Context: an optimization exercise on an open-source flow, tuned for small area, a short achievable clock period and few clock cycles per item. The choices shown serve that exercise and are no tape-out recipe.
The RTL was checked by simulation tests, not by an equivalence proof against the original design.

<file path="design/flow/run.sh">
#!/bin/bash
# synth_recipe.tcl (not shown) runs the flow's synth.tcl, then flattens the netlist and writes it again
# the make line also repeats each setting of config.mk as NAME=value (left out here)
make -C /OpenROAD-flow-scripts/flow DESIGN_CONFIG=/design/flow/config.mk WORK_HOME=/design/flow/orfs CLKGATE_MAP_FILE= SYNTH_SCRIPT=/design/flow/synth_recipe.tcl finish
</file>
<file path="design/flow/config.mk">
export PLATFORM = sky130hd
export DESIGN_NAME = cosine_distance_unit
export DESIGN_NICKNAME = cosine_distance_unit
export VERILOG_FILES = /design/flow/design.v
export SDC_FILE = /design/flow/constraint.sdc
export NUM_CORES = 4
export LEC_CHECK = 0
export ABC_AREA = 1
export CAP_MARGIN = 20
export CORE_MARGIN = 2
export CORE_UTILIZATION = 60
export PLACE_DENSITY = 0.7
export SETUP_SLACK_MARGIN = 5
export SLEW_MARGIN = 20
export TNS_END_PERCENT = 5
</file>
<file path="design/flow/constraint.sdc">
create_clock -name core_clock -period 12.0 [get_ports {clk}]
set_input_delay 2.4000 -clock core_clock [delete_from_list [all_inputs] [get_ports {clk}]]
set_output_delay 2.4000 -clock core_clock [all_outputs]
set_load 0.01 [all_outputs]
</file>
<file path="design/flow/design.v">
module cosine_distance_unit #(
    parameter int W     = 16,
    parameter int FRAC  = 11,
    parameter int TERMS = 4
) (
    input  logic         clk,
    input  logic         reset_n,
    input  logic         start,
    input  logic [W-1:0] x_in,
    input  logic [W-1:0] v_in,
    output logic         busy,
    output logic         done,
    output logic [W-1:0] cos_out,
    output logic [W-1:0] distance,
    output logic         sat
);
    logic s1_q, s2_q, s3_q, done_q;
    logic accept;
    logic [15:0] a_q, b_q, d_q;
    logic        xo_q, hi_q, ds_q;
    logic        sat_q;
    assign busy   = s1_q | s2_q | s3_q;
    assign accept = start & ~busy;
    logic [15:0] x2f;
    assign x2f = {a_q[15], a_q[14:0] | {15{xo_q & ~s3_q}}};
    logic [14:0] bc;
    logic        big;
    assign bc  = b_q[14:0];
    assign big = hi_q | b_q[15];
    logic [22:0] t2_full;
    logic [11:0] term2;
    logic cw464, cw465, cw466, cw467, cw468, cw469, cw470, cw471, cw472, cw473, cw474, cw475, cw476, cw477, cw478, cw479, cw480, cw481, cw482, cw483, cw484, cw485, cw486, cw487, cw488, cw489, cw490, cw491, cw492, cw493, cw494, cw495, cw496, cw497, cw498, cw499, cw500, cw501, cw502, cw503, cw504, cw505, cw506, cw507, cw508, cw509, cw510, cw511, cw512, cw513, cw514, cw515, cw516, cw517, cw518, cw519, cw520, cw521, cw522, cw523, cw524, cw525, cw526, cw527, cw528, cw529, cw530, cw531, cw532, cw533, cw534, cw535, cw536, cw537, cw538, cw539, cw540, cw541, cw542, cw543, cw544, cw545, cw546, cw547, cw548, cw549, cw550, cw551, cw552, cw553, cw554, cw555, cw556, cw557, cw558, cw559, cw560, cw561, cw562, cw563, cw564, cw565, cw566, cw567, cw568, cw569, cw570, cw571, cw572, cw573, cw574, cw575, cw576, cw577, cw578, cw579, cw580, cw581, cw582, cw583, cw584, cw585, cw586, cw587, cw588, cw589, cw590, cw591, cw592, cw593, cw594, cw595, cw596, cw597, cw598, cw599, cw600, cw601, cw602, cw603, cw604, cw605, cw606, cw607, cw608, cw609, cw610, cw611, cw612, cw613, cw614, cw615, cw616, cw617, cw618, cw619, cw620, cw621, cw622, cw623, cw624, cw625, cw626, cw627, cw628, cw629, cw630, cw631, cw632, cw633, cw634, cw635, cw636, cw637, cw638, cw639, cw640, cw641, cw642, cw643, cw644, cw645, cw646, cw647, cw648, cw649, cw650, cw651, cw652, cw653, cw654, cw655, cw656, cw657, cw658, cw659, cw660, cw661, cw662, cw663, cw664, cw665, cw666, cw667, cw668, cw669, cw670, cw671, cw672, cw673, cw674, cw675, cw676, cw677, cw678, cw679, cw680, cw681, cw682, cw683, cw684, cw685, cw686, cw687, cw688, cw689, cw690, cw691, cw692, cw693, cw694, cw695, cw696, cw697, cw698, cw699, cw700, cw701, cw702, cw703, cw704, cw705, cw706, cw707, cw708, cw709, cw710, cw711, cw712, cw713, cw714, cw715, cw716, cw717, cw718, cw719, cw720, cw721, cw722, cw723, cw724, cw725, cw726;
    assign cw464 = bc[5] ^ bc[4];
    assign cw465 = bc[5] & bc[4];
    assign cw466 = bc[6] ^ bc[5] ^ bc[3];
    assign cw467 = (bc[6] & bc[5]) | (bc[6] & bc[3]) | (bc[5] & bc[3]);
    assign cw468 = bc[7] ^ bc[6] ^ bc[4];
    assign cw469 = (bc[7] & bc[6]) | (bc[7] & bc[4]) | (bc[6] & bc[4]);
    assign cw470 = bc[2] ^ bc[0];
    assign cw471 = bc[2] & bc[0];
    assign cw472 = bc[8] ^ bc[7] ^ bc[5];
    assign cw473 = (bc[8] & bc[7]) | (bc[8] & bc[5]) | (bc[7] & bc[5]);
    assign cw474 = bc[3] ^ bc[1] ^ 1'b1;
    assign cw475 = (bc[3] & bc[1]) | (bc[3] & 1'b1) | (bc[1] & 1'b1);
    assign cw476 = bc[9] ^ bc[8] ^ bc[6];
    assign cw477 = (bc[9] & bc[8]) | (bc[9] & bc[6]) | (bc[8] & bc[6]);
    assign cw478 = bc[4] ^ bc[2] ^ 1'b1;
    assign cw479 = (bc[4] & bc[2]) | (bc[4] & 1'b1) | (bc[2] & 1'b1);
    assign cw480 = bc[10] ^ bc[9] ^ bc[7];
    assign cw481 = (bc[10] & bc[9]) | (bc[10] & bc[7]) | (bc[9] & bc[7]);
    assign cw482 = bc[5] ^ bc[3] ^ 1'b1;
    assign cw483 = (bc[5] & bc[3]) | (bc[5] & 1'b1) | (bc[3] & 1'b1);
    assign cw484 = bc[11] ^ bc[10] ^ bc[8];
    assign cw485 = (bc[11] & bc[10]) | (bc[11] & bc[8]) | (bc[10] & bc[8]);
    assign cw486 = bc[6] ^ bc[4];
    assign cw487 = bc[6] & bc[4];
    assign cw488 = bc[12] ^ bc[11] ^ bc[9];
    assign cw489 = (bc[12] & bc[11]) | (bc[12] & bc[9]) | (bc[11] & bc[9]);
    assign cw490 = bc[7] ^ bc[5];
    assign cw491 = bc[7] & bc[5];
    assign cw492 = bc[13] ^ bc[12] ^ bc[10];
    assign cw493 = (bc[13] & bc[12]) | (bc[13] & bc[10]) | (bc[12] & bc[10]);
    assign cw494 = bc[8] ^ bc[6];
    assign cw495 = bc[8] & bc[6];
    assign cw496 = bc[14] ^ bc[13] ^ bc[11];
    assign cw497 = (bc[14] & bc[13]) | (bc[14] & bc[11]) | (bc[13] & bc[11]);
    assign cw498 = bc[9] ^ bc[7];
    assign cw499 = bc[9] & bc[7];
    assign cw500 = bc[14] ^ bc[12] ^ bc[10];
    assign cw501 = (bc[14] & bc[12]) | (bc[14] & bc[10]) | (bc[12] & bc[10]);
    assign cw502 = bc[3] ^ bc[2];
    assign cw503 = bc[3] & bc[2];
    assign cw504 = bc[4] ^ bc[3] ^ bc[1];
    assign cw505 = (bc[4] & bc[3]) | (bc[4] & bc[1]) | (bc[3] & bc[1]);
    assign cw506 = bc[2] ^ bc[0] ^ 1'b1;
    assign cw507 = (bc[2] & bc[0]) | (bc[2] & 1'b1) | (bc[0] & 1'b1);
    assign cw508 = bc[1] ^ 1'b1 ^ cw465;
    assign cw509 = (bc[1] & 1'b1) | (bc[1] & cw465) | (1'b1 & cw465);
    assign cw510 = 1'b1 ^ cw467 ^ cw468;
    assign cw511 = (1'b1 & cw467) | (1'b1 & cw468) | (cw467 & cw468);
    assign cw512 = cw469 ^ cw471 ^ cw472;
    assign cw513 = (cw469 & cw471) | (cw469 & cw472) | (cw471 & cw472);
    assign cw514 = cw473 ^ cw475 ^ cw476;
    assign cw515 = (cw473 & cw475) | (cw473 & cw476) | (cw475 & cw476);
    assign cw516 = cw477 ^ cw479 ^ cw480;
    assign cw517 = (cw477 & cw479) | (cw477 & cw480) | (cw479 & cw480);
    assign cw518 = cw481 ^ cw483 ^ cw484;
    assign cw519 = (cw481 & cw483) | (cw481 & cw484) | (cw483 & cw484);
    assign cw520 = cw485 ^ cw487 ^ cw488;
    assign cw521 = (cw485 & cw487) | (cw485 & cw488) | (cw487 & cw488);
    assign cw522 = cw489 ^ cw491 ^ cw492;
    assign cw523 = (cw489 & cw491) | (cw489 & cw492) | (cw491 & cw492);
    assign cw524 = cw493 ^ cw495 ^ cw496;
    assign cw525 = (cw493 & cw495) | (cw493 & cw496) | (cw495 & cw496);
    assign cw526 = bc[8] ^ cw497 ^ cw499;
    assign cw527 = (bc[8] & cw497) | (bc[8] & cw499) | (cw497 & cw499);
    assign cw528 = bc[13] ^ bc[11] ^ bc[9];
    assign cw529 = (bc[13] & bc[11]) | (bc[13] & bc[9]) | (bc[11] & bc[9]);
    assign cw530 = bc[14] ^ bc[12];
    assign cw531 = bc[14] & bc[12];
    assign cw532 = bc[1] ^ bc[0];
    assign cw533 = bc[1] & bc[0];
    assign cw534 = bc[2] ^ bc[1] ^ 1'b1;
    assign cw535 = (bc[2] & bc[1]) | (bc[2] & 1'b1) | (bc[1] & 1'b1);
    assign cw536 = bc[0] ^ 1'b1 ^ cw502;
    assign cw537 = (bc[0] & 1'b1) | (bc[0] & cw502) | (1'b1 & cw502);
    assign cw538 = 1'b1 ^ cw503 ^ cw504;
    assign cw539 = (1'b1 & cw503) | (1'b1 & cw504) | (cw503 & cw504);
    assign cw540 = cw464 ^ cw505 ^ cw506;
    assign cw541 = (cw464 & cw505) | (cw464 & cw506) | (cw505 & cw506);
    assign cw542 = cw466 ^ cw507 ^ cw508;
    assign cw543 = (cw466 & cw507) | (cw466 & cw508) | (cw507 & cw508);
    assign cw544 = cw470 ^ cw509 ^ cw510;
    assign cw545 = (cw470 & cw509) | (cw470 & cw510) | (cw509 & cw510);
    assign cw546 = cw474 ^ cw511 ^ cw512;
    assign cw547 = (cw474 & cw511) | (cw474 & cw512) | (cw511 & cw512);
    assign cw548 = cw478 ^ cw513 ^ cw514;
    assign cw549 = (cw478 & cw513) | (cw478 & cw514) | (cw513 & cw514);
    assign cw550 = cw482 ^ cw515 ^ cw516;
    assign cw551 = (cw482 & cw515) | (cw482 & cw516) | (cw515 & cw516);
    assign cw552 = cw486 ^ cw517 ^ cw518;
    assign cw553 = (cw486 & cw517) | (cw486 & cw518) | (cw517 & cw518);
    assign cw554 = cw490 ^ cw519 ^ cw520;
    assign cw555 = (cw490 & cw519) | (cw490 & cw520) | (cw519 & cw520);
    assign cw556 = cw494 ^ cw521 ^ cw522;
    assign cw557 = (cw494 & cw521) | (cw494 & cw522) | (cw521 & cw522);
    assign cw558 = cw498 ^ cw523 ^ cw524;
    assign cw559 = (cw498 & cw523) | (cw498 & cw524) | (cw523 & cw524);
    assign cw560 = cw500 ^ cw525 ^ cw526;
    assign cw561 = (cw500 & cw525) | (cw500 & cw526) | (cw525 & cw526);
    assign cw562 = cw501 ^ cw527 ^ cw528;
    assign cw563 = (cw501 & cw527) | (cw501 & cw528) | (cw527 & cw528);
    assign cw564 = bc[10] ^ cw529 ^ cw530;
    assign cw565 = (bc[10] & cw529) | (bc[10] & cw530) | (cw529 & cw530);
    assign cw566 = bc[13] ^ bc[11] ^ cw531;
    assign cw567 = (bc[13] & bc[11]) | (bc[13] & cw531) | (bc[11] & cw531);
    assign cw568 = bc[14] ^ bc[12];
    assign cw569 = bc[14] & bc[12];
    assign cw570 = bc[0] & 1'b1;
    assign cw571 = bc[0] ^ 1'b1;
    assign cw572 = 1'b1 & cw532;
    assign cw573 = 1'b1 ^ cw532;
    assign cw574 = cw533 & cw534;
    assign cw575 = cw533 ^ cw534;
    assign cw576 = cw535 & cw536;
    assign cw577 = cw535 ^ cw536;
    assign cw578 = cw537 & cw538;
    assign cw579 = cw537 ^ cw538;
    assign cw580 = cw539 & cw540;
    assign cw581 = cw539 ^ cw540;
    assign cw582 = cw541 & cw542;
    assign cw583 = cw541 ^ cw542;
    assign cw584 = cw543 & cw544;
    assign cw585 = cw543 ^ cw544;
    assign cw586 = cw545 & cw546;
    assign cw587 = cw545 ^ cw546;
    assign cw588 = cw547 & cw548;
    assign cw589 = cw547 ^ cw548;
    assign cw590 = cw549 & cw550;
    assign cw591 = cw549 ^ cw550;
    assign cw592 = cw551 & cw552;
    assign cw593 = cw551 ^ cw552;
    assign cw594 = cw553 & cw554;
    assign cw595 = cw553 ^ cw554;
    assign cw596 = cw555 & cw556;
    assign cw597 = cw555 ^ cw556;
    assign cw598 = cw557 & cw558;
    assign cw599 = cw557 ^ cw558;
    assign cw600 = cw559 & cw560;
    assign cw601 = cw559 ^ cw560;
    assign cw602 = cw561 & cw562;
    assign cw603 = cw561 ^ cw562;
    assign cw604 = cw563 & cw564;
    assign cw605 = cw563 ^ cw564;
    assign cw606 = cw565 & cw566;
    assign cw607 = cw565 ^ cw566;
    assign cw608 = cw567 & cw568;
    assign cw609 = cw567 ^ cw568;
    assign cw610 = bc[13] & cw569;
    assign cw611 = bc[13] ^ cw569;
    assign cw612 = cw572 | (cw573 & cw570);
    assign cw613 = cw573 & cw571;
    assign cw614 = cw576 | (cw577 & cw574);
    assign cw615 = cw577 & cw575;
    assign cw616 = cw580 | (cw581 & cw578);
    assign cw617 = cw581 & cw579;
    assign cw618 = cw584 | (cw585 & cw582);
    assign cw619 = cw585 & cw583;
    assign cw620 = cw588 | (cw589 & cw586);
    assign cw621 = cw589 & cw587;
    assign cw622 = cw592 | (cw593 & cw590);
    assign cw623 = cw593 & cw591;
    assign cw624 = cw596 | (cw597 & cw594);
    assign cw625 = cw597 & cw595;
    assign cw626 = cw600 | (cw601 & cw598);
    assign cw627 = cw601 & cw599;
    assign cw628 = cw604 | (cw605 & cw602);
    assign cw629 = cw605 & cw603;
    assign cw630 = cw608 | (cw609 & cw606);
    assign cw631 = cw609 & cw607;
    assign cw632 = 1'b0 | (bc[14] & cw610);
    assign cw633 = bc[14] & cw611;
    assign cw634 = cw574 | (cw575 & cw612);
    assign cw635 = cw575 & cw613;
    assign cw636 = cw614 | (cw615 & cw612);
    assign cw637 = cw615 & cw613;
    assign cw638 = cw582 | (cw583 & cw616);
    assign cw639 = cw583 & cw617;
    assign cw640 = cw618 | (cw619 & cw616);
    assign cw641 = cw619 & cw617;
    assign cw642 = cw590 | (cw591 & cw620);
    assign cw643 = cw591 & cw621;
    assign cw644 = cw622 | (cw623 & cw620);
    assign cw645 = cw623 & cw621;
    assign cw646 = cw598 | (cw599 & cw624);
    assign cw647 = cw599 & cw625;
    assign cw648 = cw626 | (cw627 & cw624);
    assign cw649 = cw627 & cw625;
    assign cw650 = cw606 | (cw607 & cw628);
    assign cw651 = cw607 & cw629;
    assign cw652 = cw630 | (cw631 & cw628);
    assign cw653 = cw631 & cw629;
    assign cw654 = 1'b0;
    assign cw655 = cw578 | (cw579 & cw636);
    assign cw656 = cw579 & cw637;
    assign cw657 = cw616 | (cw617 & cw636);
    assign cw658 = cw617 & cw637;
    assign cw659 = cw638 | (cw639 & cw636);
    assign cw660 = cw639 & cw637;
    assign cw661 = cw640 | (cw641 & cw636);
    assign cw662 = cw641 & cw637;
    assign cw663 = cw594 | (cw595 & cw644);
    assign cw664 = cw595 & cw645;
    assign cw665 = cw624 | (cw625 & cw644);
    assign cw666 = cw625 & cw645;
    assign cw667 = cw646 | (cw647 & cw644);
    assign cw668 = cw647 & cw645;
    assign cw669 = cw648 | (cw649 & cw644);
    assign cw670 = cw649 & cw645;
    assign cw671 = cw610 | (cw611 & cw652);
    assign cw672 = cw611 & cw653;
    assign cw673 = cw632 | (cw633 & cw652);
    assign cw674 = cw633 & cw653;
    assign cw675 = cw654;
    assign cw676 = cw586 | (cw587 & cw661);
    assign cw677 = cw587 & cw662;
    assign cw678 = cw620 | (cw621 & cw661);
    assign cw679 = cw621 & cw662;
    assign cw680 = cw642 | (cw643 & cw661);
    assign cw681 = cw643 & cw662;
    assign cw682 = cw644 | (cw645 & cw661);
    assign cw683 = cw645 & cw662;
    assign cw684 = cw663 | (cw664 & cw661);
    assign cw685 = cw664 & cw662;
    assign cw686 = cw665 | (cw666 & cw661);
    assign cw687 = cw666 & cw662;
    assign cw688 = cw667 | (cw668 & cw661);
    assign cw689 = cw668 & cw662;
    assign cw690 = cw669 | (cw670 & cw661);
    assign cw691 = cw670 & cw662;
    assign cw692 = cw602 | (cw603 & cw690);
    assign cw693 = cw603 & cw691;
    assign cw694 = cw628 | (cw629 & cw690);
    assign cw695 = cw629 & cw691;
    assign cw696 = cw650 | (cw651 & cw690);
    assign cw697 = cw651 & cw691;
    assign cw698 = cw652 | (cw653 & cw690);
    assign cw699 = cw653 & cw691;
    assign cw700 = cw671 | (cw672 & cw690);
    assign cw701 = cw672 & cw691;
    assign cw702 = cw673 | (cw674 & cw690);
    assign cw703 = cw674 & cw691;
    assign cw704 = cw675;
    assign cw705 = cw573 ^ cw570;
    assign cw706 = cw575 ^ cw612;
    assign cw707 = cw577 ^ cw634;
    assign cw708 = cw579 ^ cw636;
    assign cw709 = cw581 ^ cw655;
    assign cw710 = cw583 ^ cw657;
    assign cw711 = cw585 ^ cw659;
    assign cw712 = cw587 ^ cw661;
    assign cw713 = cw589 ^ cw676;
    assign cw714 = cw591 ^ cw678;
    assign cw715 = cw593 ^ cw680;
    assign cw716 = cw595 ^ cw682;
    assign cw717 = cw597 ^ cw684;
    assign cw718 = cw599 ^ cw686;
    assign cw719 = cw601 ^ cw688;
    assign cw720 = cw603 ^ cw690;
    assign cw721 = cw605 ^ cw692;
    assign cw722 = cw607 ^ cw694;
    assign cw723 = cw609 ^ cw696;
    assign cw724 = cw611 ^ cw698;
    assign cw725 = bc[14] ^ cw700;
    assign cw726 = 1'b0 ^ cw702;
    assign t2_full = {cw726, cw725, cw724, cw723, cw722, cw721, cw720, cw719, cw718, cw717, cw716, cw715, cw714, cw713, cw712, cw711, cw710, cw709, cw708, cw707, cw706, cw705, cw571};
    assign term2   = big ? 12'd2736 : t2_full[22:11];
    logic [19:0] t3_full;
    logic [15:0] expr3;
    assign t3_full = bc * 5'd17;
    assign expr3   = d_q - {5'd0, (big ? 11'd1087 : t3_full[19:9])};
    logic [15:0] mr;
    logic [14:0] mcand;
    assign mr = busy ? x2f : {{2{x_in[13]}}, x_in[13:0]};
    always_comb begin
        if (s1_q) mcand = {1'b0, x2f[14:1]};
        else if (s2_q) mcand = {3'd0, term2};
        else if (s3_q) mcand = expr3[14:0];
        else mcand = {x_in[13], x_in[13:0]};
    end
    logic [15:0] me;
    logic [16:0] bx;
    logic [15:0] row [8];
    logic [29:0] negv;
    logic [29:0] prod;
    assign me = {mcand[14], mcand};
    assign bx = {mr, 1'b0};
    always_comb begin
        negv = '0;
        for (int i = 0; i < 8; i++) begin
            logic b0, b1, b2, one, two, neg;
            b0  = bx[2*i];
            b1  = bx[2*i+1];
            b2  = bx[2*i+2];
            one = b0 ^ b1;
            two = (b2 & ~b1 & ~b0) | (~b2 & b1 & b0);
            neg = b2;
            for (int j = 0; j < 16; j++) begin
                row[i][j] = ((one & me[j]) | (two & ((j == 0) ? 1'b0 : me[j-1]))) ^ neg;
            end
            negv[2*i] = neg;
        end
    end
    logic tw1, tw2, tw3, tw4, tw5, tw6, tw7, tw8, tw9, tw10, tw11, tw12, tw13, tw14, tw15, tw16, tw17, tw18, tw19, tw20, tw21, tw22, tw23, tw24, tw25, tw26, tw27, tw28, tw29, tw30, tw31, tw32, tw33, tw34, tw35, tw36, tw37, tw38, tw39, tw40, tw41, tw42, tw43, tw44, tw45, tw46, tw47, tw48, tw49, tw50, tw51, tw52, tw53, tw54, tw55, tw56, tw57, tw58, tw59, tw60, tw61, tw62, tw63, tw64, tw65, tw66, tw67, tw68, tw69, tw70, tw71, tw72, tw73, tw74, tw75, tw76, tw77, tw78, tw79, tw80, tw81, tw82, tw83, tw84, tw85, tw86, tw87, tw88, tw89, tw90, tw91, tw92, tw93, tw94, tw95, tw96, tw97, tw98, tw99, tw100, tw101, tw102, tw103, tw104, tw105, tw106, tw107, tw108, tw109, tw110, tw111, tw112, tw113, tw114, tw115, tw116, tw117, tw118, tw119, tw120, tw121, tw122, tw123, tw124, tw125, tw126, tw127, tw128, tw129, tw130, tw131, tw132, tw133, tw134, tw135, tw136, tw137, tw138, tw139, tw140, tw141, tw142, tw143, tw144, tw145, tw146, tw147, tw148, tw149, tw150, tw151, tw152, tw153, tw154, tw155, tw156, tw157, tw158, tw159, tw160, tw161, tw162, tw163, tw164, tw165, tw166, tw167, tw168, tw169, tw170, tw171, tw172, tw173, tw174, tw175, tw176, tw177, tw178, tw179, tw180, tw181, tw182, tw183, tw184, tw185, tw186, tw187, tw188, tw189, tw190, tw191, tw192, tw193, tw194, tw195, tw196, tw197, tw198, tw199, tw200, tw201, tw202, tw203, tw204, tw205, tw206, tw207, tw208, tw209, tw210, tw211, tw212, tw213, tw214, tw215, tw216, tw217, tw218, tw219, tw220, tw221, tw222, tw223, tw224, tw225, tw226, tw227, tw228, tw229, tw230, tw231, tw232, tw233, tw234, tw235, tw236, tw237, tw238, tw239, tw240, tw241, tw242, tw243, tw244, tw245, tw246, tw247, tw248, tw249, tw250, tw251, tw252, tw253, tw254, tw255, tw256, tw257, tw258, tw259, tw260, tw261, tw262, tw263, tw264, tw265, tw266, tw267, tw268, tw269, tw270, tw271, tw272, tw273, tw274, tw275, tw276, tw277, tw278, tw279, tw280, tw281, tw282, tw283, tw284, tw285, tw286, tw287, tw288, tw289, tw290, tw291, tw292, tw293, tw294, tw295, tw296, tw297, tw298, tw299, tw300, tw301, tw302, tw303, tw304, tw305, tw306, tw307, tw308, tw309, tw310, tw311, tw312, tw313, tw314, tw315, tw316, tw317, tw318, tw319, tw320, tw321, tw322, tw323, tw324, tw325, tw326, tw327, tw328, tw329, tw330, tw331, tw332, tw333, tw334, tw335, tw336, tw337, tw338, tw339, tw340, tw341, tw342, tw343, tw344, tw345, tw346, tw347, tw348, tw349, tw350, tw351, tw352, tw353, tw354, tw355, tw356, tw357, tw358, tw359, tw360, tw361, tw362, tw363, tw364, tw365, tw366, tw367, tw368, tw369, tw370, tw371, tw372, tw373, tw374, tw375, tw376, tw377, tw378, tw379, tw380, tw381, tw382, tw383, tw384, tw385, tw386, tw387, tw388, tw389, tw390, tw391, tw392, tw393, tw394, tw395, tw396, tw397, tw398, tw399, tw400, tw401, tw402, tw403, tw404, tw405, tw406, tw407, tw408, tw409, tw410, tw411, tw412, tw413, tw414, tw415, tw416, tw417, tw418, tw419, tw420, tw421, tw422, tw423, tw424, tw425, tw426, tw427, tw428, tw429, tw430, tw431, tw432, tw433, tw434, tw435, tw436, tw437, tw438, tw439, tw440, tw441, tw442, tw443, tw444, tw445, tw446, tw447, tw448, tw449, tw450, tw451, tw452, tw453, tw454, tw455, tw456, tw457, tw458, tw459, tw460, tw461, tw462, tw463;
    assign tw1 = row[0][8] ^ row[1][6];
    assign tw2 = row[0][8] & row[1][6];
    assign tw3 = row[0][9] ^ row[1][7];
    assign tw4 = row[0][9] & row[1][7];
    assign tw5 = row[0][10] ^ row[1][8] ^ row[2][6];
    assign tw6 = (row[0][10] & row[1][8]) | (row[0][10] & row[2][6]) | (row[1][8] & row[2][6]);
    assign tw7 = row[3][4] ^ row[4][2];
    assign tw8 = row[3][4] & row[4][2];
    assign tw9 = row[0][11] ^ row[1][9] ^ row[2][7];
    assign tw10 = (row[0][11] & row[1][9]) | (row[0][11] & row[2][7]) | (row[1][9] & row[2][7]);
    assign tw11 = row[0][12] ^ row[1][10] ^ row[2][8];
    assign tw12 = (row[0][12] & row[1][10]) | (row[0][12] & row[2][8]) | (row[1][10] & row[2][8]);
    assign tw13 = row[3][6] ^ row[4][4];
    assign tw14 = row[3][6] & row[4][4];
    assign tw15 = row[0][13] ^ row[1][11] ^ row[2][9];
    assign tw16 = (row[0][13] & row[1][11]) | (row[0][13] & row[2][9]) | (row[1][11] & row[2][9]);
    assign tw17 = row[3][7] ^ row[4][5];
    assign tw18 = row[3][7] & row[4][5];
    assign tw19 = row[0][14] ^ row[1][12] ^ row[2][10];
    assign tw20 = (row[0][14] & row[1][12]) | (row[0][14] & row[2][10]) | (row[1][12] & row[2][10]);
    assign tw21 = row[3][8] ^ row[4][6] ^ row[5][4];
    assign tw22 = (row[3][8] & row[4][6]) | (row[3][8] & row[5][4]) | (row[4][6] & row[5][4]);
    assign tw23 = row[6][2] ^ row[7][0];
    assign tw24 = row[6][2] & row[7][0];
    assign tw25 = ~row[0][15] ^ row[1][13] ^ row[2][11];
    assign tw26 = (~row[0][15] & row[1][13]) | (~row[0][15] & row[2][11]) | (row[1][13] & row[2][11]);
    assign tw27 = row[3][9] ^ row[4][7] ^ row[5][5];
    assign tw28 = (row[3][9] & row[4][7]) | (row[3][9] & row[5][5]) | (row[4][7] & row[5][5]);
    assign tw29 = row[6][3] ^ row[7][1] ^ 1'b1;
    assign tw30 = (row[6][3] & row[7][1]) | (row[6][3] & 1'b1) | (row[7][1] & 1'b1);
    assign tw31 = row[1][14] ^ row[2][12] ^ row[3][10];
    assign tw32 = (row[1][14] & row[2][12]) | (row[1][14] & row[3][10]) | (row[2][12] & row[3][10]);
    assign tw33 = row[4][8] ^ row[5][6] ^ row[6][4];
    assign tw34 = (row[4][8] & row[5][6]) | (row[4][8] & row[6][4]) | (row[5][6] & row[6][4]);
    assign tw35 = row[7][2] ^ 1'b1;
    assign tw36 = row[7][2] & 1'b1;
    assign tw37 = ~row[1][15] ^ row[2][13] ^ row[3][11];
    assign tw38 = (~row[1][15] & row[2][13]) | (~row[1][15] & row[3][11]) | (row[2][13] & row[3][11]);
    assign tw39 = row[4][9] ^ row[5][7] ^ row[6][5];
    assign tw40 = (row[4][9] & row[5][7]) | (row[4][9] & row[6][5]) | (row[5][7] & row[6][5]);
    assign tw41 = row[2][14] ^ row[3][12] ^ row[4][10];
    assign tw42 = (row[2][14] & row[3][12]) | (row[2][14] & row[4][10]) | (row[3][12] & row[4][10]);
    assign tw43 = row[5][8] ^ row[6][6];
    assign tw44 = row[5][8] & row[6][6];
    assign tw45 = ~row[2][15] ^ row[3][13] ^ row[4][11];
    assign tw46 = (~row[2][15] & row[3][13]) | (~row[2][15] & row[4][11]) | (row[3][13] & row[4][11]);
    assign tw47 = row[3][14] ^ row[4][12];
    assign tw48 = row[3][14] & row[4][12];
    assign tw49 = row[0][4] ^ row[1][2];
    assign tw50 = row[0][4] & row[1][2];
    assign tw51 = row[0][5] ^ row[1][3];
    assign tw52 = row[0][5] & row[1][3];
    assign tw53 = row[0][6] ^ row[1][4] ^ row[2][2];
    assign tw54 = (row[0][6] & row[1][4]) | (row[0][6] & row[2][2]) | (row[1][4] & row[2][2]);
    assign tw55 = row[3][0] ^ negv[6];
    assign tw56 = row[3][0] & negv[6];
    assign tw57 = row[0][7] ^ row[1][5] ^ row[2][3];
    assign tw58 = (row[0][7] & row[1][5]) | (row[0][7] & row[2][3]) | (row[1][5] & row[2][3]);
    assign tw59 = row[3][1] ^ s1_q;
    assign tw60 = row[3][1] & s1_q;
    assign tw61 = row[2][4] ^ row[3][2] ^ row[4][0];
    assign tw62 = (row[2][4] & row[3][2]) | (row[2][4] & row[4][0]) | (row[3][2] & row[4][0]);
    assign tw63 = negv[8] ^ s1_q ^ tw1;
    assign tw64 = (negv[8] & s1_q) | (negv[8] & tw1) | (s1_q & tw1);
    assign tw65 = row[2][5] ^ row[3][3] ^ row[4][1];
    assign tw66 = (row[2][5] & row[3][3]) | (row[2][5] & row[4][1]) | (row[3][3] & row[4][1]);
    assign tw67 = s1_q ^ tw2 ^ tw3;
    assign tw68 = (s1_q & tw2) | (s1_q & tw3) | (tw2 & tw3);
    assign tw69 = row[5][0] ^ negv[10] ^ s1_q;
    assign tw70 = (row[5][0] & negv[10]) | (row[5][0] & s1_q) | (negv[10] & s1_q);
    assign tw71 = tw4 ^ tw5 ^ tw7;
    assign tw72 = (tw4 & tw5) | (tw4 & tw7) | (tw5 & tw7);
    assign tw73 = row[3][5] ^ row[4][3] ^ row[5][1];
    assign tw74 = (row[3][5] & row[4][3]) | (row[3][5] & row[5][1]) | (row[4][3] & row[5][1]);
    assign tw75 = tw6 ^ tw8 ^ tw9;
    assign tw76 = (tw6 & tw8) | (tw6 & tw9) | (tw8 & tw9);
    assign tw77 = row[5][2] ^ row[6][0] ^ negv[12];
    assign tw78 = (row[5][2] & row[6][0]) | (row[5][2] & negv[12]) | (row[6][0] & negv[12]);
    assign tw79 = tw10 ^ tw11 ^ tw13;
    assign tw80 = (tw10 & tw11) | (tw10 & tw13) | (tw11 & tw13);
    assign tw81 = row[5][3] ^ row[6][1] ^ tw12;
    assign tw82 = (row[5][3] & row[6][1]) | (row[5][3] & tw12) | (row[6][1] & tw12);
    assign tw83 = tw14 ^ tw15 ^ tw17;
    assign tw84 = (tw14 & tw15) | (tw14 & tw17) | (tw15 & tw17);
    assign tw85 = negv[14] ^ tw16 ^ tw18;
    assign tw86 = (negv[14] & tw16) | (negv[14] & tw18) | (tw16 & tw18);
    assign tw87 = tw19 ^ tw21 ^ tw23;
    assign tw88 = (tw19 & tw21) | (tw19 & tw23) | (tw21 & tw23);
    assign tw89 = tw20 ^ tw22 ^ tw24;
    assign tw90 = (tw20 & tw22) | (tw20 & tw24) | (tw22 & tw24);
    assign tw91 = tw25 ^ tw27 ^ tw29;
    assign tw92 = (tw25 & tw27) | (tw25 & tw29) | (tw27 & tw29);
    assign tw93 = tw26 ^ tw28 ^ tw30;
    assign tw94 = (tw26 & tw28) | (tw26 & tw30) | (tw28 & tw30);
    assign tw95 = tw31 ^ tw33 ^ tw35;
    assign tw96 = (tw31 & tw33) | (tw31 & tw35) | (tw33 & tw35);
    assign tw97 = row[7][3] ^ tw32 ^ tw34;
    assign tw98 = (row[7][3] & tw32) | (row[7][3] & tw34) | (tw32 & tw34);
    assign tw99 = tw36 ^ tw37 ^ tw39;
    assign tw100 = (tw36 & tw37) | (tw36 & tw39) | (tw37 & tw39);
    assign tw101 = row[7][4] ^ 1'b1 ^ tw38;
    assign tw102 = (row[7][4] & 1'b1) | (row[7][4] & tw38) | (1'b1 & tw38);
    assign tw103 = tw40 ^ tw41 ^ tw43;
    assign tw104 = (tw40 & tw41) | (tw40 & tw43) | (tw41 & tw43);
    assign tw105 = row[5][9] ^ row[6][7] ^ row[7][5];
    assign tw106 = (row[5][9] & row[6][7]) | (row[5][9] & row[7][5]) | (row[6][7] & row[7][5]);
    assign tw107 = tw42 ^ tw44 ^ tw45;
    assign tw108 = (tw42 & tw44) | (tw42 & tw45) | (tw44 & tw45);
    assign tw109 = row[5][10] ^ row[6][8] ^ row[7][6];
    assign tw110 = (row[5][10] & row[6][8]) | (row[5][10] & row[7][6]) | (row[6][8] & row[7][6]);
    assign tw111 = 1'b1 ^ tw46 ^ tw47;
    assign tw112 = (1'b1 & tw46) | (1'b1 & tw47) | (tw46 & tw47);
    assign tw113 = ~row[3][15] ^ row[4][13] ^ row[5][11];
    assign tw114 = (~row[3][15] & row[4][13]) | (~row[3][15] & row[5][11]) | (row[4][13] & row[5][11]);
    assign tw115 = row[6][9] ^ row[7][7] ^ tw48;
    assign tw116 = (row[6][9] & row[7][7]) | (row[6][9] & tw48) | (row[7][7] & tw48);
    assign tw117 = row[4][14] ^ row[5][12] ^ row[6][10];
    assign tw118 = (row[4][14] & row[5][12]) | (row[4][14] & row[6][10]) | (row[5][12] & row[6][10]);
    assign tw119 = row[7][8] ^ 1'b1;
    assign tw120 = row[7][8] & 1'b1;
    assign tw121 = ~row[4][15] ^ row[5][13] ^ row[6][11];
    assign tw122 = (~row[4][15] & row[5][13]) | (~row[4][15] & row[6][11]) | (row[5][13] & row[6][11]);
    assign tw123 = row[5][14] ^ row[6][12];
    assign tw124 = row[5][14] & row[6][12];
    assign tw125 = row[0][2] ^ row[1][0];
    assign tw126 = row[0][2] & row[1][0];
    assign tw127 = row[0][3] ^ row[1][1];
    assign tw128 = row[0][3] & row[1][1];
    assign tw129 = row[2][0] ^ negv[4] ^ s1_q;
    assign tw130 = (row[2][0] & negv[4]) | (row[2][0] & s1_q) | (negv[4] & s1_q);
    assign tw131 = row[2][1] ^ s1_q ^ tw50;
    assign tw132 = (row[2][1] & s1_q) | (row[2][1] & tw50) | (s1_q & tw50);
    assign tw133 = s1_q ^ tw52 ^ tw53;
    assign tw134 = (s1_q & tw52) | (s1_q & tw53) | (tw52 & tw53);
    assign tw135 = tw54 ^ tw56 ^ tw57;
    assign tw136 = (tw54 & tw56) | (tw54 & tw57) | (tw56 & tw57);
    assign tw137 = tw58 ^ tw60 ^ tw61;
    assign tw138 = (tw58 & tw60) | (tw58 & tw61) | (tw60 & tw61);
    assign tw139 = tw62 ^ tw64 ^ tw65;
    assign tw140 = (tw62 & tw64) | (tw62 & tw65) | (tw64 & tw65);
    assign tw141 = tw66 ^ tw68 ^ tw69;
    assign tw142 = (tw66 & tw68) | (tw66 & tw69) | (tw68 & tw69);
    assign tw143 = tw70 ^ tw72 ^ tw73;
    assign tw144 = (tw70 & tw72) | (tw70 & tw73) | (tw72 & tw73);
    assign tw145 = tw74 ^ tw76 ^ tw77;
    assign tw146 = (tw74 & tw76) | (tw74 & tw77) | (tw76 & tw77);
    assign tw147 = tw78 ^ tw80 ^ tw81;
    assign tw148 = (tw78 & tw80) | (tw78 & tw81) | (tw80 & tw81);
    assign tw149 = tw82 ^ tw84 ^ tw85;
    assign tw150 = (tw82 & tw84) | (tw82 & tw85) | (tw84 & tw85);
    assign tw151 = tw86 ^ tw88 ^ tw89;
    assign tw152 = (tw86 & tw88) | (tw86 & tw89) | (tw88 & tw89);
    assign tw153 = tw90 ^ tw92 ^ tw93;
    assign tw154 = (tw90 & tw92) | (tw90 & tw93) | (tw92 & tw93);
    assign tw155 = tw94 ^ tw96 ^ tw97;
    assign tw156 = (tw94 & tw96) | (tw94 & tw97) | (tw96 & tw97);
    assign tw157 = tw98 ^ tw100 ^ tw101;
    assign tw158 = (tw98 & tw100) | (tw98 & tw101) | (tw100 & tw101);
    assign tw159 = tw102 ^ tw104 ^ tw105;
    assign tw160 = (tw102 & tw104) | (tw102 & tw105) | (tw104 & tw105);
    assign tw161 = tw106 ^ tw108 ^ tw109;
    assign tw162 = (tw106 & tw108) | (tw106 & tw109) | (tw108 & tw109);
    assign tw163 = tw110 ^ tw112 ^ tw113;
    assign tw164 = (tw110 & tw112) | (tw110 & tw113) | (tw112 & tw113);
    assign tw165 = tw114 ^ tw116 ^ tw117;
    assign tw166 = (tw114 & tw116) | (tw114 & tw117) | (tw116 & tw117);
    assign tw167 = row[7][9] ^ tw118 ^ tw120;
    assign tw168 = (row[7][9] & tw118) | (row[7][9] & tw120) | (tw118 & tw120);
    assign tw169 = row[7][10] ^ 1'b1 ^ tw122;
    assign tw170 = (row[7][10] & 1'b1) | (row[7][10] & tw122) | (1'b1 & tw122);
    assign tw171 = ~row[5][15] ^ row[6][13] ^ row[7][11];
    assign tw172 = (~row[5][15] & row[6][13]) | (~row[5][15] & row[7][11]) | (row[6][13] & row[7][11]);
    assign tw173 = row[6][14] ^ row[7][12];
    assign tw174 = row[6][14] & row[7][12];
    assign tw175 = row[0][0] ^ negv[0];
    assign tw176 = row[0][0] & negv[0];
    assign tw177 = row[0][1] ^ s1_q;
    assign tw178 = row[0][1] & s1_q;
    assign tw179 = negv[2] ^ s1_q ^ tw125;
    assign tw180 = (negv[2] & s1_q) | (negv[2] & tw125) | (s1_q & tw125);
    assign tw181 = s1_q ^ tw126 ^ tw127;
    assign tw182 = (s1_q & tw126) | (s1_q & tw127) | (tw126 & tw127);
    assign tw183 = tw49 ^ tw128 ^ tw129;
    assign tw184 = (tw49 & tw128) | (tw49 & tw129) | (tw128 & tw129);
    assign tw185 = tw51 ^ tw130 ^ tw131;
    assign tw186 = (tw51 & tw130) | (tw51 & tw131) | (tw130 & tw131);
    assign tw187 = tw55 ^ tw132 ^ tw133;
    assign tw188 = (tw55 & tw132) | (tw55 & tw133) | (tw132 & tw133);
    assign tw189 = tw59 ^ tw134 ^ tw135;
    assign tw190 = (tw59 & tw134) | (tw59 & tw135) | (tw134 & tw135);
    assign tw191 = tw63 ^ tw136 ^ tw137;
    assign tw192 = (tw63 & tw136) | (tw63 & tw137) | (tw136 & tw137);
    assign tw193 = tw67 ^ tw138 ^ tw139;
    assign tw194 = (tw67 & tw138) | (tw67 & tw139) | (tw138 & tw139);
    assign tw195 = tw71 ^ tw140 ^ tw141;
    assign tw196 = (tw71 & tw140) | (tw71 & tw141) | (tw140 & tw141);
    assign tw197 = tw75 ^ tw142 ^ tw143;
    assign tw198 = (tw75 & tw142) | (tw75 & tw143) | (tw142 & tw143);
    assign tw199 = tw79 ^ tw144 ^ tw145;
    assign tw200 = (tw79 & tw144) | (tw79 & tw145) | (tw144 & tw145);
    assign tw201 = tw83 ^ tw146 ^ tw147;
    assign tw202 = (tw83 & tw146) | (tw83 & tw147) | (tw146 & tw147);
    assign tw203 = tw87 ^ tw148 ^ tw149;
    assign tw204 = (tw87 & tw148) | (tw87 & tw149) | (tw148 & tw149);
    assign tw205 = tw91 ^ tw150 ^ tw151;
    assign tw206 = (tw91 & tw150) | (tw91 & tw151) | (tw150 & tw151);
    assign tw207 = tw95 ^ tw152 ^ tw153;
    assign tw208 = (tw95 & tw152) | (tw95 & tw153) | (tw152 & tw153);
    assign tw209 = tw99 ^ tw154 ^ tw155;
    assign tw210 = (tw99 & tw154) | (tw99 & tw155) | (tw154 & tw155);
    assign tw211 = tw103 ^ tw156 ^ tw157;
    assign tw212 = (tw103 & tw156) | (tw103 & tw157) | (tw156 & tw157);
    assign tw213 = tw107 ^ tw158 ^ tw159;
    assign tw214 = (tw107 & tw158) | (tw107 & tw159) | (tw158 & tw159);
    assign tw215 = tw111 ^ tw160 ^ tw161;
    assign tw216 = (tw111 & tw160) | (tw111 & tw161) | (tw160 & tw161);
    assign tw217 = tw115 ^ tw162 ^ tw163;
    assign tw218 = (tw115 & tw162) | (tw115 & tw163) | (tw162 & tw163);
    assign tw219 = tw119 ^ tw164 ^ tw165;
    assign tw220 = (tw119 & tw164) | (tw119 & tw165) | (tw164 & tw165);
    assign tw221 = tw121 ^ tw166 ^ tw167;
    assign tw222 = (tw121 & tw166) | (tw121 & tw167) | (tw166 & tw167);
    assign tw223 = tw123 ^ tw168 ^ tw169;
    assign tw224 = (tw123 & tw168) | (tw123 & tw169) | (tw168 & tw169);
    assign tw225 = tw124 ^ tw170 ^ tw171;
    assign tw226 = (tw124 & tw170) | (tw124 & tw171) | (tw170 & tw171);
    assign tw227 = 1'b1 ^ tw172 ^ tw173;
    assign tw228 = (1'b1 & tw172) | (1'b1 & tw173) | (tw172 & tw173);
    assign tw229 = ~row[6][15] ^ row[7][13] ^ tw174;
    assign tw230 = (~row[6][15] & row[7][13]) | (~row[6][15] & tw174) | (row[7][13] & tw174);
    assign tw231 = row[7][14] ^ 1'b1;
    assign tw232 = row[7][14] & 1'b1;
    assign tw233 = s1_q & tw175;
    assign tw234 = s1_q ^ tw175;
    assign tw235 = tw176 & tw177;
    assign tw236 = tw176 ^ tw177;
    assign tw237 = tw178 & tw179;
    assign tw238 = tw178 ^ tw179;
    assign tw239 = tw180 & tw181;
    assign tw240 = tw180 ^ tw181;
    assign tw241 = tw182 & tw183;
    assign tw242 = tw182 ^ tw183;
    assign tw243 = tw184 & tw185;
    assign tw244 = tw184 ^ tw185;
    assign tw245 = tw186 & tw187;
    assign tw246 = tw186 ^ tw187;
    assign tw247 = tw188 & tw189;
    assign tw248 = tw188 ^ tw189;
    assign tw249 = tw190 & tw191;
    assign tw250 = tw190 ^ tw191;
    assign tw251 = tw192 & tw193;
    assign tw252 = tw192 ^ tw193;
    assign tw253 = tw194 & tw195;
    assign tw254 = tw194 ^ tw195;
    assign tw255 = tw196 & tw197;
    assign tw256 = tw196 ^ tw197;
    assign tw257 = tw198 & tw199;
    assign tw258 = tw198 ^ tw199;
    assign tw259 = tw200 & tw201;
    assign tw260 = tw200 ^ tw201;
    assign tw261 = tw202 & tw203;
    assign tw262 = tw202 ^ tw203;
    assign tw263 = tw204 & tw205;
    assign tw264 = tw204 ^ tw205;
    assign tw265 = tw206 & tw207;
    assign tw266 = tw206 ^ tw207;
    assign tw267 = tw208 & tw209;
    assign tw268 = tw208 ^ tw209;
    assign tw269 = tw210 & tw211;
    assign tw270 = tw210 ^ tw211;
    assign tw271 = tw212 & tw213;
    assign tw272 = tw212 ^ tw213;
    assign tw273 = tw214 & tw215;
    assign tw274 = tw214 ^ tw215;
    assign tw275 = tw216 & tw217;
    assign tw276 = tw216 ^ tw217;
    assign tw277 = tw218 & tw219;
    assign tw278 = tw218 ^ tw219;
    assign tw279 = tw220 & tw221;
    assign tw280 = tw220 ^ tw221;
    assign tw281 = tw222 & tw223;
    assign tw282 = tw222 ^ tw223;
    assign tw283 = tw224 & tw225;
    assign tw284 = tw224 ^ tw225;
    assign tw285 = tw226 & tw227;
    assign tw286 = tw226 ^ tw227;
    assign tw287 = tw228 & tw229;
    assign tw288 = tw228 ^ tw229;
    assign tw289 = tw230 & tw231;
    assign tw290 = tw230 ^ tw231;
    assign tw291 = ~row[7][15] & tw232;
    assign tw292 = ~row[7][15] ^ tw232;
    assign tw293 = tw235 | (tw236 & tw233);
    assign tw294 = tw236 & tw234;
    assign tw295 = tw239 | (tw240 & tw237);
    assign tw296 = tw240 & tw238;
    assign tw297 = tw243 | (tw244 & tw241);
    assign tw298 = tw244 & tw242;
    assign tw299 = tw247 | (tw248 & tw245);
    assign tw300 = tw248 & tw246;
    assign tw301 = tw251 | (tw252 & tw249);
    assign tw302 = tw252 & tw250;
    assign tw303 = tw255 | (tw256 & tw253);
    assign tw304 = tw256 & tw254;
    assign tw305 = tw259 | (tw260 & tw257);
    assign tw306 = tw260 & tw258;
    assign tw307 = tw263 | (tw264 & tw261);
    assign tw308 = tw264 & tw262;
    assign tw309 = tw267 | (tw268 & tw265);
    assign tw310 = tw268 & tw266;
    assign tw311 = tw271 | (tw272 & tw269);
    assign tw312 = tw272 & tw270;
    assign tw313 = tw275 | (tw276 & tw273);
    assign tw314 = tw276 & tw274;
    assign tw315 = tw279 | (tw280 & tw277);
    assign tw316 = tw280 & tw278;
    assign tw317 = tw283 | (tw284 & tw281);
    assign tw318 = tw284 & tw282;
    assign tw319 = tw287 | (tw288 & tw285);
    assign tw320 = tw288 & tw286;
    assign tw321 = tw291 | (tw292 & tw289);
    assign tw322 = tw292 & tw290;
    assign tw323 = tw237 | (tw238 & tw293);
    assign tw324 = tw238 & tw294;
    assign tw325 = tw295 | (tw296 & tw293);
    assign tw326 = tw296 & tw294;
    assign tw327 = tw245 | (tw246 & tw297);
    assign tw328 = tw246 & tw298;
    assign tw329 = tw299 | (tw300 & tw297);
    assign tw330 = tw300 & tw298;
    assign tw331 = tw253 | (tw254 & tw301);
    assign tw332 = tw254 & tw302;
    assign tw333 = tw303 | (tw304 & tw301);
    assign tw334 = tw304 & tw302;
    assign tw335 = tw261 | (tw262 & tw305);
    assign tw336 = tw262 & tw306;
    assign tw337 = tw307 | (tw308 & tw305);
    assign tw338 = tw308 & tw306;
    assign tw339 = tw269 | (tw270 & tw309);
    assign tw340 = tw270 & tw310;
    assign tw341 = tw311 | (tw312 & tw309);
    assign tw342 = tw312 & tw310;
    assign tw343 = tw277 | (tw278 & tw313);
    assign tw344 = tw278 & tw314;
    assign tw345 = tw315 | (tw316 & tw313);
    assign tw346 = tw316 & tw314;
    assign tw347 = tw285 | (tw286 & tw317);
    assign tw348 = tw286 & tw318;
    assign tw349 = tw319 | (tw320 & tw317);
    assign tw350 = tw320 & tw318;
    assign tw351 = tw241 | (tw242 & tw325);
    assign tw352 = tw242 & tw326;
    assign tw353 = tw297 | (tw298 & tw325);
    assign tw354 = tw298 & tw326;
    assign tw355 = tw327 | (tw328 & tw325);
    assign tw356 = tw328 & tw326;
    assign tw357 = tw329 | (tw330 & tw325);
    assign tw358 = tw330 & tw326;
    assign tw359 = tw257 | (tw258 & tw333);
    assign tw360 = tw258 & tw334;
    assign tw361 = tw305 | (tw306 & tw333);
    assign tw362 = tw306 & tw334;
    assign tw363 = tw335 | (tw336 & tw333);
    assign tw364 = tw336 & tw334;
    assign tw365 = tw337 | (tw338 & tw333);
    assign tw366 = tw338 & tw334;
    assign tw367 = tw273 | (tw274 & tw341);
    assign tw368 = tw274 & tw342;
    assign tw369 = tw313 | (tw314 & tw341);
    assign tw370 = tw314 & tw342;
    assign tw371 = tw343 | (tw344 & tw341);
    assign tw372 = tw344 & tw342;
    assign tw373 = tw345 | (tw346 & tw341);
    assign tw374 = tw346 & tw342;
    assign tw375 = tw289 | (tw290 & tw349);
    assign tw376 = tw290 & tw350;
    assign tw377 = tw321 | (tw322 & tw349);
    assign tw378 = tw322 & tw350;
    assign tw379 = tw249 | (tw250 & tw357);
    assign tw380 = tw250 & tw358;
    assign tw381 = tw301 | (tw302 & tw357);
    assign tw382 = tw302 & tw358;
    assign tw383 = tw331 | (tw332 & tw357);
    assign tw384 = tw332 & tw358;
    assign tw385 = tw333 | (tw334 & tw357);
    assign tw386 = tw334 & tw358;
    assign tw387 = tw359 | (tw360 & tw357);
    assign tw388 = tw360 & tw358;
    assign tw389 = tw361 | (tw362 & tw357);
    assign tw390 = tw362 & tw358;
    assign tw391 = tw363 | (tw364 & tw357);
    assign tw392 = tw364 & tw358;
    assign tw393 = tw365 | (tw366 & tw357);
    assign tw394 = tw366 & tw358;
    assign tw395 = tw281 | (tw282 & tw373);
    assign tw396 = tw282 & tw374;
    assign tw397 = tw317 | (tw318 & tw373);
    assign tw398 = tw318 & tw374;
    assign tw399 = tw347 | (tw348 & tw373);
    assign tw400 = tw348 & tw374;
    assign tw401 = tw349 | (tw350 & tw373);
    assign tw402 = tw350 & tw374;
    assign tw403 = tw375 | (tw376 & tw373);
    assign tw404 = tw376 & tw374;
    assign tw405 = tw377 | (tw378 & tw373);
    assign tw406 = tw378 & tw374;
    assign tw407 = tw265 | (tw266 & tw393);
    assign tw408 = tw266 & tw394;
    assign tw409 = tw309 | (tw310 & tw393);
    assign tw410 = tw310 & tw394;
    assign tw411 = tw339 | (tw340 & tw393);
    assign tw412 = tw340 & tw394;
    assign tw413 = tw341 | (tw342 & tw393);
    assign tw414 = tw342 & tw394;
    assign tw415 = tw367 | (tw368 & tw393);
    assign tw416 = tw368 & tw394;
    assign tw417 = tw369 | (tw370 & tw393);
    assign tw418 = tw370 & tw394;
    assign tw419 = tw371 | (tw372 & tw393);
    assign tw420 = tw372 & tw394;
    assign tw421 = tw373 | (tw374 & tw393);
    assign tw422 = tw374 & tw394;
    assign tw423 = tw395 | (tw396 & tw393);
    assign tw424 = tw396 & tw394;
    assign tw425 = tw397 | (tw398 & tw393);
    assign tw426 = tw398 & tw394;
    assign tw427 = tw399 | (tw400 & tw393);
    assign tw428 = tw400 & tw394;
    assign tw429 = tw401 | (tw402 & tw393);
    assign tw430 = tw402 & tw394;
    assign tw431 = tw403 | (tw404 & tw393);
    assign tw432 = tw404 & tw394;
    assign tw433 = tw405 | (tw406 & tw393);
    assign tw434 = tw406 & tw394;
    assign tw435 = tw236 ^ tw233;
    assign tw436 = tw238 ^ tw293;
    assign tw437 = tw240 ^ tw323;
    assign tw438 = tw242 ^ tw325;
    assign tw439 = tw244 ^ tw351;
    assign tw440 = tw246 ^ tw353;
    assign tw441 = tw248 ^ tw355;
    assign tw442 = tw250 ^ tw357;
    assign tw443 = tw252 ^ tw379;
    assign tw444 = tw254 ^ tw381;
    assign tw445 = tw256 ^ tw383;
    assign tw446 = tw258 ^ tw385;
    assign tw447 = tw260 ^ tw387;
    assign tw448 = tw262 ^ tw389;
    assign tw449 = tw264 ^ tw391;
    assign tw450 = tw266 ^ tw393;
    assign tw451 = tw268 ^ tw407;
    assign tw452 = tw270 ^ tw409;
    assign tw453 = tw272 ^ tw411;
    assign tw454 = tw274 ^ tw413;
    assign tw455 = tw276 ^ tw415;
    assign tw456 = tw278 ^ tw417;
    assign tw457 = tw280 ^ tw419;
    assign tw458 = tw282 ^ tw421;
    assign tw459 = tw284 ^ tw423;
    assign tw460 = tw286 ^ tw425;
    assign tw461 = tw288 ^ tw427;
    assign tw462 = tw290 ^ tw429;
    assign tw463 = tw292 ^ tw431;
    assign prod = {tw463, tw462, tw461, tw460, tw459, tw458, tw457, tw456, tw455, tw454, tw453, tw452, tw451, tw450, tw449, tw448, tw447, tw446, tw445, tw444, tw443, tw442, tw441, tw440, tw439, tw438, tw437, tw436, tw435, tw234};
    logic x2ovf;
    assign x2ovf = (x_in[15:13] != 3'b000 && x_in[15:13] != 3'b111) || prod[26];
    logic sat1, sat3;
    assign sat1 = hi_q | (b_q[15] & (b_q[14:0] != 15'd0));
    assign sat3 = hi_q | (d_q[15] ^ ds_q);
    logic [15:0] e2;
    assign e2 = 16'd2048 - {2'b00, x2f[14:1]} + {4'd0, term2};
    always_ff @(posedge clk or negedge reset_n) begin
        if (!reset_n) begin
            s1_q   <= 1'b0;
            s2_q   <= 1'b0;
            s3_q   <= 1'b0;
            done_q <= 1'b0;
        end else begin
            s1_q <= accept;
            s2_q <= s1_q;
            s3_q <= s2_q;
            if (accept) done_q <= 1'b0;
            else if (s3_q) done_q <= 1'b1;
        end
    end
    always_ff @(posedge clk) begin
        if (accept) a_q <= {1'b0, prod[25:11]};
        else if (s2_q) a_q <= d_q;
        if (accept) xo_q <= x2ovf;
        if (s1_q | s2_q) b_q <= prod[26:11];
        else if (s3_q) b_q <= expr3;
        if (busy) begin
            hi_q <= (s3_q ? ((prod[29:27] != 3'b000) && (prod[29:27] != 3'b111))
                          : (prod[29:27] != 3'b000));
            ds_q <= prod[29];
        end
        if (accept) d_q <= v_in;
        else if (s2_q) d_q <= e2;
        else if (s3_q) d_q <= prod[26:11];
        if (accept) sat_q <= x2ovf;
        else if (s2_q) sat_q <= sat_q | sat1;
        else if (s3_q) sat_q <= sat_q | big;
    end
    assign done     = done_q;
    assign cos_out  = b_q;
    assign distance = sat3 ? (ds_q ? 16'h8000 : 16'h7fff) : d_q;
    assign sat      = sat_q | sat3;
endmodule
</file>
==> impl_results.md, run 1 <==
* CTS HTree Levels at 2
* Crit Path Max Fanout at 8
* Yosys cell types at 61
* Post-synth EDFFs at 51
* Count leader, synth: nand2_1
* Largest net degree at the start of global routing at 36
* Crit share post-route at 71.25%
* Hold Path Class: flip-flop to flip-flop
* GRT Overall Usage at 39.36%
* Ys flop type: edfxtp_1
* Dominant cells by area after synthesis: fa_1, nand2_1, ha_1, edfxtp_1, inv_1
* Worst setup path startpoint: b_q[8]$_DFFE_PN_
* Row count at 56
* CTS tree: built
* Proportion of netlist area held by the largest area contributor at 17.74%
* Initial antenna violation count at 1
* Worst r2r src: b_q[8]$_DFFE_PN_
* Clock tree buffer depth at 2
* Core Box Area at 0.02326 mm2
* Status: complete, no violations
* Hold path startpoint: done_q$_DFFE_PN0P_
* Final core occ at 72.00%
* Num CTS Buffers at 5
* Max-Cap Viols at 0
* GRT overflow at 0
* Placed Instances at 2400
* Fillers at 1952
* Hold_ws at 0.5058 ns
* Die Y at 157.3 um
* Drt pass-1 iters at 8
* First-pass GRT wire length at 74.61 mm
* Rel. slew slack at 24.05%
* Crit path DAT at 8.56 ns
* Post-Synthesis Cells at 2064
* Reg2Reg Depth at 40
* Detailed Place HPWL at 36.73 mm
* Vias in the first global route at 14005
* Layout area overhead at 18.73%
* Reg2Reg Setup Slack at 3.45 ns
* Final Hold Viols at 0
* Die Footprint at 0.02475 mm2
* # IOs at 70
* Root Driver: clkbuf_16
* Sum Neg Setup Slack at 0 ns
* Clock latency on the worst-skew pair at 0.31 ns
* Die width at 157.3 um
* IO buf count at 69
* GP Congestion at 0.9922
* RSZ-0062 raised after global routing: true
* Vias per cell at 5.918
* Startpoint types: flip-flop
* WL per Instance at 19.86 um
* Iter 0 DRT Violations at 1672
* Synthesized Nets at 2364
* Synth area leader: fa_1
* Fmax at 117.0 MHz
* Synth warn at 2
* Post-Layout Cell Count at 2508
* Post-synthesis sequential area ratio at 11.71%
* Synthesized area at 0.01411 mm2
* Worst endpoint required time at 12.01 ns
* Final WL at 49.81 mm
* Synth async-reset ratio at 7.143%
* Crit path capture: a_q[10]$_DFFE_PP_
* Crit. End Element: flip-flop
* Seq cells post-synth at 56
* Post-synth top cells: nand2_1, inv_1, nand3_1
* Setup CP Type: flip-flop to flip-flop
* Syn avg cell area at 6.834 um2
* Final net count at 2488
* Initial Utilization at 60.64%
* Drt drc at 0
* Capturing point of the worst reg2reg path: a_q[10]$_DFFE_PP_
* Clock Sinks at 56
* Clk_skew at 0.007124 ns
* Vias at 14843
* Layout cells sized above 1 at 16.03%
* Crit path top cell by count: fa_2
* Slowest-stage cell, CP: fa_1
* Clk slew on worst S/H paths at 0.08 ns
* Final setup fails at 0
* Antenna Nets Post-Route at 0
* Slew Limit Fails at 0
* Final min period at 8.550 ns
* Worst-Margin Slew at 1.137 ns
* Antenna cells at 0
* Max incr delay on CP at 0.61 ns
[repair_timing]
action,in CTS,in global routing
endpoints found under the setup margin,51,51
hold buffers,0,0
setup buffers,69,30
gates resized for setup,90,88
pin swaps,54,97
cloned,0,1
[flip-flops by register name, indices dropped and copies added (netlist names)]
name and cells:
s2_q 1, sat_q 1, a_q 16, hi_q 1, ds_q 1, d_q 16, s1_q 1, xo_q 1
s3_q 1, done_q 1, b_q 16
[critical path, delay by kind of cell, from the launching register on]
family / cells / cell delay (ns)
compound gates: 7 / 1.13
xor+xnor: 2 / 0.34
fa+ha+maj: 10 / 4.15
simple gates: 14 / 1.47
buf+inv: 7 / 0.71
flops: 1 / 0.44
[routing by layer]
| layer | global-route usage [%] | vias to the layer above | wire (um) |
|---|---|---|---|
| li1 | - | 6834 | - |
| met1 | 52.98 | 6895 | 18990 |
| met2 | 62.94 | 946 | 22830 |
| met3 | 7.076 | 166 | 5819 |
| met4 | 15.45 | 2 | 2151 |
| met5 | 0 | - | 11 |
[metrics by stage]
step,cell area (um2),setup WS (ns)
final,16750,3.450
after global routing,16750,3.067
after CTS,16100,3.673
after detailed placement,15050,2.716
after global placement,15050,2.773
after floorplan,14230,3.991
[worst min path at each step]
stage / endpoint / cells past startpoint
6_report: done_q$_DFFE_PN0P_ / 2
5_1_grt: done_q$_DFFE_PN0P_ / 2
4_1_cts: done_q$_DFFE_PN0P_ / 2
3_5_place_dp: done_q$_DFFE_PN0P_ / 2
3_3_place_gp: done_q$_DFFE_PN0P_ / 2
2_1_floorplan: s3_q$_DFF_PN0_ / 0
[final cells by class]
| class | count | area (um2) | share of cell area (%) |
|---|---|---|---|
| clock buffers | 5 | 125.1 | 0.7470 |
| clock inverters | 3 | 22.52 | 0.1345 |
| inverters | 359 | 1371 | 8.188 |
| multi-input cells | 1588 | 11560 | 69.04 |
| flip-flops and latches | 56 | 1652 | 9.861 |
| well taps | 319 | 399.1 | 2.383 |
| repair buffers | 178 | 1615 | 9.644 |
[cells by family (layout without fill, tap and decap cells)]
logic type / Yosys count / in the layout / share of synthesized area, %
compound gates: 276 / 276 / 11.66
buf+inv: 421 / 545 / 11.99
xor+xnor: 87 / 87 / 5.402
fa+ha+maj: 265 / 265 / 30.16
simple gates: 959 / 960 / 29.08
flops: 56 / 56 / 11.71
[cell usage in the layout, fill, tap and decap left out, types with 5 or more instances in the layout]
cell type | netlist | layout
o22ai_1 | 13 | 9
or2_2 | 7 | 6
o21ai_4 | 4 | 5
o211ai_1 | 10 | 10
nand2_2 | 14 | 26
nand4_1 | 11 | 11
nor3_1 | 15 | 7
nand3_1 | 191 | 183
nor2_4 | 5 | 7
a21oi_2 | 2 | 15
o21ai_2 | 6 | 11
o221ai_1 | 6 | 5
nand2_1 | 606 | 585
nand3_2 | 2 | 10
a21oi_1 | 76 | 60
clkdlybuf4s50_1 | 0 | 69
xnor2_1 | 13 | 9
xor2_1 | 74 | 69
inv_2 | 18 | 36
buf_6 | 4 | 13
edfxtp_1 | 51 | 51
buf_4 | 13 | 91
o21a_1 | 6 | 6
xor2_2 | 0 | 5
o21ai_0 | 85 | 77
o21bai_1 | 9 | 8
nor3_2 | 1 | 8
fa_2 | 0 | 21
nand2_4 | 3 | 12
a21o_1 | 5 | 5
ha_4 | 0 | 18
fa_1 | 125 | 104
nor2_2 | 11 | 15
a31oi_1 | 6 | 5
nor2_1 | 82 | 76
ha_1 | 140 | 119
o21ai_1 | 31 | 33
inv_1 | 338 | 314
clkbuf_16 | 0 | 5
Testbench counts, summed over its fixed seeds: cycles 6,400, items 1,600.
==> run 2, diff against run 1 <==
--- a/design/flow/config.mk
+++ b/design/flow/config.mk
@@ -9,6 +9,6 @@
 export CAP_MARGIN = 20
 export CORE_MARGIN = 2
-export CORE_UTILIZATION = 60
-export PLACE_DENSITY = 0.7
+export CORE_UTILIZATION = 70
+export PLACE_DENSITY = 0.8
 export SETUP_SLACK_MARGIN = 5
 export SLEW_MARGIN = 20
==> impl_results.md, run 2 <==
* Status: complete, no violations
* Clock tree buffer depth at 2 (unchanged)
* Post-Synthesis Cells at 2064 (unchanged)
* Final setup fails at 0 (unchanged)
* Clock Sinks at 56 (unchanged)
* Die Footprint at 0.02130 mm2 (-14%)
* Crit Path Max Fanout at 15 (+7)
* Post-synth top cells: nand2_1, inv_1, nand3_1
* CTS tree: built
* Seq cells post-synth at 56 (unchanged)
* Metal3 WL at 8.147 mm (+40%)
* CTS HTree Levels at 2 (unchanged)
* Syn avg cell area at 6.834 um2 (unchanged)
* Biggest regs: a_q x16, b_q x16, d_q x16
* Dominant cells by area after synthesis: fa_1, nand2_1, ha_1, edfxtp_1, inv_1
* GRT Overall Usage at 45.86% (+6.5 points)
* Hold Path Class: flip-flop to flip-flop
* WP buf/inv at 5 (-2)
* GP Congestion at 1.048 (+5.6%)
* Synthesized area at 0.01411 mm2 (unchanged)
* Vias at 16045 (+8.1%)
* Post-route cell area at 0.01665 mm2 (-0.59%)
* Startpoint types: flip-flop
* First-pass GRT wire length at 76.90 mm (+3.1%)
* Layout area overhead at 18.03%
* Clk_skew at 0.007987 ns (+0.0008634 ns)
* Count leader, synth: nand2_1
* Most frequent cells in the layout: nand2_1, inv_1, nand3_1
* Antenna cells at 0 (unchanged)
* Crit path top cell by count: nand2_1
* Final WL at 53.17 mm (+6.7%)
* Post-synthesis sequential area ratio at 11.71% (unchanged)
* Vias in the first global route at 14968 (+6.9%)
* DR top layer: met4
* Crit path max-delay family: adder cells
* Rel. slew slack at 32.19% (+8.1 points)
* IO buf count at 69 (unchanged)
* GRT overflow at 0 (unchanged)
* Sum Neg Setup Slack at 0 ns (unchanged)
* Yosys cell types at 61 (unchanged)
* Post-DP Area at 0.01499 mm2 (-0.40%)
* Layout cells sized above 1 at 15.49% (-0.55 points)
* Synth async-reset ratio at 7.143% (unchanged)
* Initial Utilization at 72.01% (+11 points)
* RSZ-0062 raised after global routing: true
* Final net count at 2488 (unchanged)
* Die width at 146.0 um (-7.2%)
* Synth area leader: fa_1
* Detailed Place HPWL at 36.84 mm (+0.28%)
* Row count at 51 (-8.9%)
* Max-Cap Viols at 0 (unchanged)
* Vias per cell at 6.538 (+10%)
* Drt pass-1 iters at 11 (+3)
* Slowest-stage cell, CP: xor2_1
* Fillers at 1206 (-38%)
* Die Y at 146.0 um (-7.2%)
* Clk slew on worst S/H paths at 0.08 ns (about the same)
* Antenna Nets Post-Route at 0 (unchanged)
* Final Hold Viols at 0 (unchanged)
* Crit share post-route at 75.37% (+4.1 points)
* Crit path DAT at 9.09 ns (+0.53 ns)
* Slew Limit Fails at 0 (unchanged)
[run 2: cell counts after synthesis]
No cell type changed its count.
[run 2: stage by stage]
stage	util (%)	hold slack, ns	cells	setup WS [ns]
floorplan	-	0.3745	2064	3.991
global placement	76.50	0.4924	2347	2.984
detailed placement	76.50	0.4916	2347	2.760
CTS	82.24	0.5123	2421	3.598
global route	84.99	0.5513	2454	2.721
finish	84.99	0.5147	2454	2.956
[run 2: what timing repair did]
action / in CTS / in global routing
pin swaps: 61 / 64
buffers inserted: 65 / 33
hold buffers: 0 / 0
endpoints found under the hold margin: 0 / 0
gates cloned: 1 / 0
endpoints found under the setup margin: 51 / 51
resized for setup: 94 / 59
[run 2: path summary, 6_finish.rpt]
check	slack, ns	cells after the start	from	endpoint
worst max-delay path	2.96	36	b_q[3]$_DFFE_PN_	b_q[5]$_DFFE_PN_
worst min-delay path	0.51	2	done_q$_DFFE_PN0P_	done_q$_DFFE_PN0P_
worst max register to register	2.96	36	b_q[3]$_DFFE_PN_	b_q[5]$_DFFE_PN_
worst min register to register	0.51	2	done_q$_DFFE_PN0P_	done_q$_DFFE_PN0P_
max in group asynchronous	9.49	1	reset_n	done_q$_DFFE_PN0P_
min in group asynchronous	2.31	1	reset_n	s1_q$_DFF_PN0_
[run 2: cell type report]
| type | count | area (um2) | area share [%] |
|---|---|---|---|
| Tap cell | 265 | 331.6 | 1.991 |
| Sequential cell | 56 | 1652 | 9.920 |
| Multi-Input combinational cell | 1588 | 11500 | 69.05 |
| Clock inverter | 3 | 68.82 | 0.4133 |
| Timing Repair Buffer | 178 | 1607 | 9.649 |
| Inverter | 359 | 1370 | 8.229 |
| Clock buffer | 5 | 125.1 | 0.7515 |
[run 2: cells by family (layout without fill, tap and decap cells)]
logic type	count (synthesis)	after routing	share of synthesized area (%)
AO/OA/AOI/OAI	276	276	11.66
flip-flops	56	56	11.71
AND/OR/NAND/NOR	959	960	29.08
XOR/XNOR	87	87	5.402
adder cells (fa/ha/maj)	265	265	30.16
buffers and inverters	421	545	11.99
[run 2: metal layers]
layer | track usage [%] | vias to the layer above
li1 | - | 6824
met1 | 58.23 | 7237
met2 | 72.12 | 1502
met3 | 10.88 | 482
met4 | 25.98 | 0
met5 | 0 | -
[run 2: worst reg2reg max path, delay by kind of cell, from the launching register on]
| kind | cells | cell delay (ns) |
|---|---|---|
| flops | 1 | 0.57 |
| xor+xnor | 1 | 0.59 |
| fa+ha+maj | 9 | 3.76 |
| buf+inv | 5 | 0.49 |
| simple gates | 13 | 2.22 |
| compound gates | 8 | 1.17 |

-- static timing again, ports no longer ideal --
No port has a modelled driver above. Below, the same layouts with a new extraction and two added sets of constraints.
Step 1 (the two cells are an assumption about what drives the block):
set clk [get_ports {clk}]
set_driving_cell -lib_cell sky130_fd_sc_hd__clkbuf_16 $clk
set_driving_cell -lib_cell sky130_fd_sc_hd__buf_2 [delete_from_list [all_inputs] $clk]
Step 2 times the ports against the registers' clock, not the clock port: input delays grow and output delays shrink by t, the midpoint of the rising clock arrivals with the driver on.
Slacks: ideal / step 1 / step 2; pairs: ideal / step 1.
run	t (ns)	setup WS [ns]	pins driven straight from the clock port
run 1	0.349	3.450 / 3.450 / 3.277	1
run 2	0.343	2.956 / 2.956 / 2.956	1
After both steps setup and hold are still met in every run listed. For run 1, which loses most, drivers alone change the setup slack by 0.000 ns; drivers and shift together by -0.173 ns.
